This design comes from an exercise in tuning for small area and a short achievable clock period on the open sky130 flow, not from production work. Only simulation tests tie the RTL to the original design; equivalence was not proved. No activity file was given, so power comes from the tool's default toggle rates.

Setup of north:
Design data_mem_lat, start of the top module:
module data_mem_lat
#(
  parameter int DATA_W  = data_mem_pkg::DEF_DATA_W,
  parameter int ADDR_W  = data_mem_pkg::DEF_ADDR_W,
  parameter int DEPTH   = data_mem_pkg::DEF_DEPTH,
  parameter int LATENCY = data_mem_pkg::DEF_LATENCY
) (
  input  logic              clk,
  input  logic              rst,
  input  logic              read,
  input  logic              write,
  input  logic [ADDR_W-1:0] address,
  input  logic [DATA_W-1:0] write_data,
  input  logic              parity_inj,
  output logic [DATA_W-1:0] read_data,
  output logic              busy_wait,
  output logic              err,
  output logic              parity_err
);
Settings: LEC_CHECK=0, ABC_AREA=1, CAP_MARGIN=20, CORE_MARGIN=2, CORE_UTILIZATION=75, CTS_CLUSTER_DIAMETER=70, CTS_CLUSTER_SIZE=32, SETUP_SLACK_MARGIN=4.0, SLEW_MARGIN=40; clock period 7.5 ns.
run.sh (not shown) runs the stock make flow with config.mk's settings and CLKGATE_MAP_FILE= SYNTH_SCRIPT=/design/flow/synth_recipe.tcl, a recipe that flattens the netlist after the stock synthesis.
north completed end to end with timing, DRC and antenna clean.
Relative to north, the following input files were edited for south:
# north
export LEC_CHECK = 0
export ABC_AREA = 1
export CAP_MARGIN = 20
export CORE_MARGIN = 2
export CORE_UTILIZATION = 75
export CTS_CLUSTER_DIAMETER = 70
export CTS_CLUSTER_SIZE = 32
export SETUP_SLACK_MARGIN = 4.0
export SLEW_MARGIN = 40
create_clock -name core_clock -period 7.5 [get_ports {clk}]
# south
export LEC_CHECK = 0
export ABC_AREA = 1
export CAP_MARGIN = 20
export CORE_MARGIN = 2
export CORE_UTILIZATION = 65
export CTS_CLUSTER_DIAMETER = 70
export CTS_CLUSTER_SIZE = 32
export SETUP_SLACK_MARGIN = 4.5
export SLEW_MARGIN = 40
create_clock -name core_clock -period 7.5 [get_ports {clk}]
--- outcome ---
Share of power burned in combinational logic: north vs south, no meaningful difference. Going from north to south, non-clock buffer count has increased; number of stages on the worst setup path has remained practically unchanged. Met2 track demand over resource in global routing: south and north compared, lower one is south. Met3 wire length: south higher than north. Looking at total core area across south and north, the one that comes out lower is north. Delta(final worst setup slack, south - north) > 0. The relative slew slack of south was superior to that of north. The uppermost metal layer occupied by signal nets comes out met5 in one run and met4 in the other, namely in north and south respectively. north -> south: sequential fraction of design power flat.
Changes in east relative to south:
# south
export LEC_CHECK = 0
export ABC_AREA = 1
export CAP_MARGIN = 20
export CORE_MARGIN = 2
export CORE_UTILIZATION = 65
export CTS_CLUSTER_DIAMETER = 70
export CTS_CLUSTER_SIZE = 32
export SETUP_SLACK_MARGIN = 4.5
export SLEW_MARGIN = 40
create_clock -name core_clock -period 7.5 [get_ports {clk}]
# east
export LEC_CHECK = 0
export ABC_AREA = 1
export CAP_MARGIN = 20
export CORE_MARGIN = 2
export CORE_UTILIZATION = 65
export CTS_CLUSTER_DIAMETER = 70
export CTS_CLUSTER_SIZE = 32
export SETUP_SLACK_MARGIN = 4.0
export SLEW_MARGIN = 40
create_clock -name core_clock -period 7.5 [get_ports {clk}]
Results
- Re post-synthesis cell count: no difference whatsoever between south and east.
- Post-route clock period utilization essentially unchanged between south and east.
- The first-pass GRT wire length on east is in line with that on south.
- ~same power in south and east
- Post-layout instance count excluding filler cells: south vs east, no meaningful difference
- On leakage component of the power, south and east are basically level.
- As far as met1 capacity usage during global routing is concerned, south and east perform about the same.
The following lists how west was set up differently from east:
==> flow/flow/run.sh (new file) <==
#!/bin/bash
# Layout flow: the standard layout (standard.sh), except that ABC maps
# the combinational logic for area (flow/abc_area_map.script) instead of
# ORFS's speed-oriented mapping. Synthesis is otherwise the standard one
# (flow/synth_area.tcl is synth_recipe.tcl with an abc wrapper), so the
# registers, their names and cell types are unchanged.
set -euo pipefail
here=$(pwd)
export FLOW_ABC_SCRIPT="$here/flow/abc_area_map.script"
bash standard.sh SYNTH_SCRIPT="$here/flow/synth_area.tcl" finish > "$here/run_standard.log" 2>&1
==> flow/flow/abc_area_map.script (new file) <==
strash
dch -f
map -a
topo
stime -c
==> flow/flow/synth_area.tcl (new file) <==
# Standard synthesis (synth_recipe.tcl), with ABC's technology mapping done
# for area: the abc command is given abc_area_map.script instead.
proc synth {args} { yosys synth -nofsm -noshare {*}$args }
proc abc {args} {
  set i [lsearch -exact $args -script]
  if {$i >= 0} { lset args [expr {$i + 1}] $::env(FLOW_ABC_SCRIPT) }
  yosys abc {*}$args
}
source $::env(SCRIPTS_DIR)/synth.tcl
# left out here: clear keep_hierarchy, flatten, clean up, hide names made inside functions, write 1_2_yosys.v
==> flow/standard.sh (new file) <==
#!/bin/bash
# synth_recipe.tcl (not shown) runs the flow's synth.tcl, then flattens the netlist and writes it again
# the make line also repeats each setting of config.mk as NAME=value (left out here)
make -C /OpenROAD-flow-scripts/flow DESIGN_CONFIG=/design/flow/config.mk WORK_HOME=/design/flow/orfs CLKGATE_MAP_FILE= SYNTH_SCRIPT=/design/flow/synth_recipe.tcl "${@:-finish}"
removed: flow/run.sh
Findings:
Looking at the reports, west completed the entire flow and the layout it produced met the timing, DRC and antenna checks.
For the share of the clock period used by the worst path, west came in 3.1 points higher than east did.
Compared with east, in west internal power went up; number of setup violations in the final report did not really move; critical path depth went down; area of the mapped netlist went down; signal arrival time at the worst endpoint went up.
Post-place instance area ends up lower on west.
#### Input delta (middle over west)
# west
export LEC_CHECK = 0
export ABC_AREA = 1
export CAP_MARGIN = 20
export CORE_MARGIN = 2
export CORE_UTILIZATION = 65
export CTS_CLUSTER_DIAMETER = 70
export CTS_CLUSTER_SIZE = 32
export SETUP_SLACK_MARGIN = 4.0
export SLEW_MARGIN = 40
create_clock -name core_clock -period 7.5 [get_ports {clk}]
# middle
export LEC_CHECK = 0
export ABC_AREA = 1
export CAP_MARGIN = 20
export CORE_MARGIN = 2
export CORE_UTILIZATION = 65
export CTS_CLUSTER_DIAMETER = 70
export CTS_CLUSTER_SIZE = 32
export SETUP_SLACK_MARGIN = 3.6
export SLEW_MARGIN = 40
create_clock -name core_clock -period 7.5 [get_ports {clk}]
==> flow/run.sh (new file) <==
#!/bin/bash
# synth_recipe.tcl (not shown) runs the flow's synth.tcl, then flattens the netlist and writes it again
# the make line also repeats each setting of config.mk as NAME=value (left out here)
make -C /OpenROAD-flow-scripts/flow DESIGN_CONFIG=/design/flow/config.mk WORK_HOME=/design/flow/orfs CLKGATE_MAP_FILE= SYNTH_SCRIPT=/design/flow/synth_recipe.tcl finish
removed: flow/flow/run.sh
removed: flow/flow/abc_area_map.script
removed: flow/flow/synth_area.tcl
removed: flow/standard.sh
--- outcome ---
- From west to middle the numbers moved as follows: global-route wire length before repair increased about 9%; count of clock-buffer cells in the layout went up about 2.2%.
- Half-perimeter wire length after placement went up by a little under 10% going from west to middle.
- In middle, the final area came out about 0.75% above the value in west.

==> separate check: timing with driven ports <==
Ports are ideal in the flow. The routed layouts listed here were re-timed in OpenROAD.
Step 1 (the two cells are an assumption about what drives the block):
set clk [get_ports {clk}]
set_driving_cell -lib_cell sky130_fd_sc_hd__clkbuf_16 $clk
set_driving_cell -lib_cell sky130_fd_sc_hd__buf_2 [delete_from_list [all_inputs] $clk]
Step 2, shift: input delay + t, output delay - t, t = (earliest + latest rising clock arrival at the registers) / 2. This alone moves slack from input paths to output paths.
a / b / c = ideal / step 1 / step 2; a / b = the first two.
run | t (ns) | setup WS [ns] | worst register clock-pin slew, ns
north | 0.726 | 3.927 / 3.895 / 3.828 | 0.12 / 0.12
south | 0.732 | 3.951 / 3.916 / 3.916 | 0.12 / 0.12
east | 0.730 | 3.953 / 3.918 / 3.918 | 0.12 / 0.12
west | 0.729 | 3.722 / 3.671 / 3.449 | 0.11 / 0.11
middle | 0.740 | 3.701 / 3.683 / 3.683 | 0.12 / 0.12
After both steps every run listed still meets setup and hold. For west, which loses most, drivers alone change the setup slack by -0.051 ns; drivers and shift together by -0.273 ns.
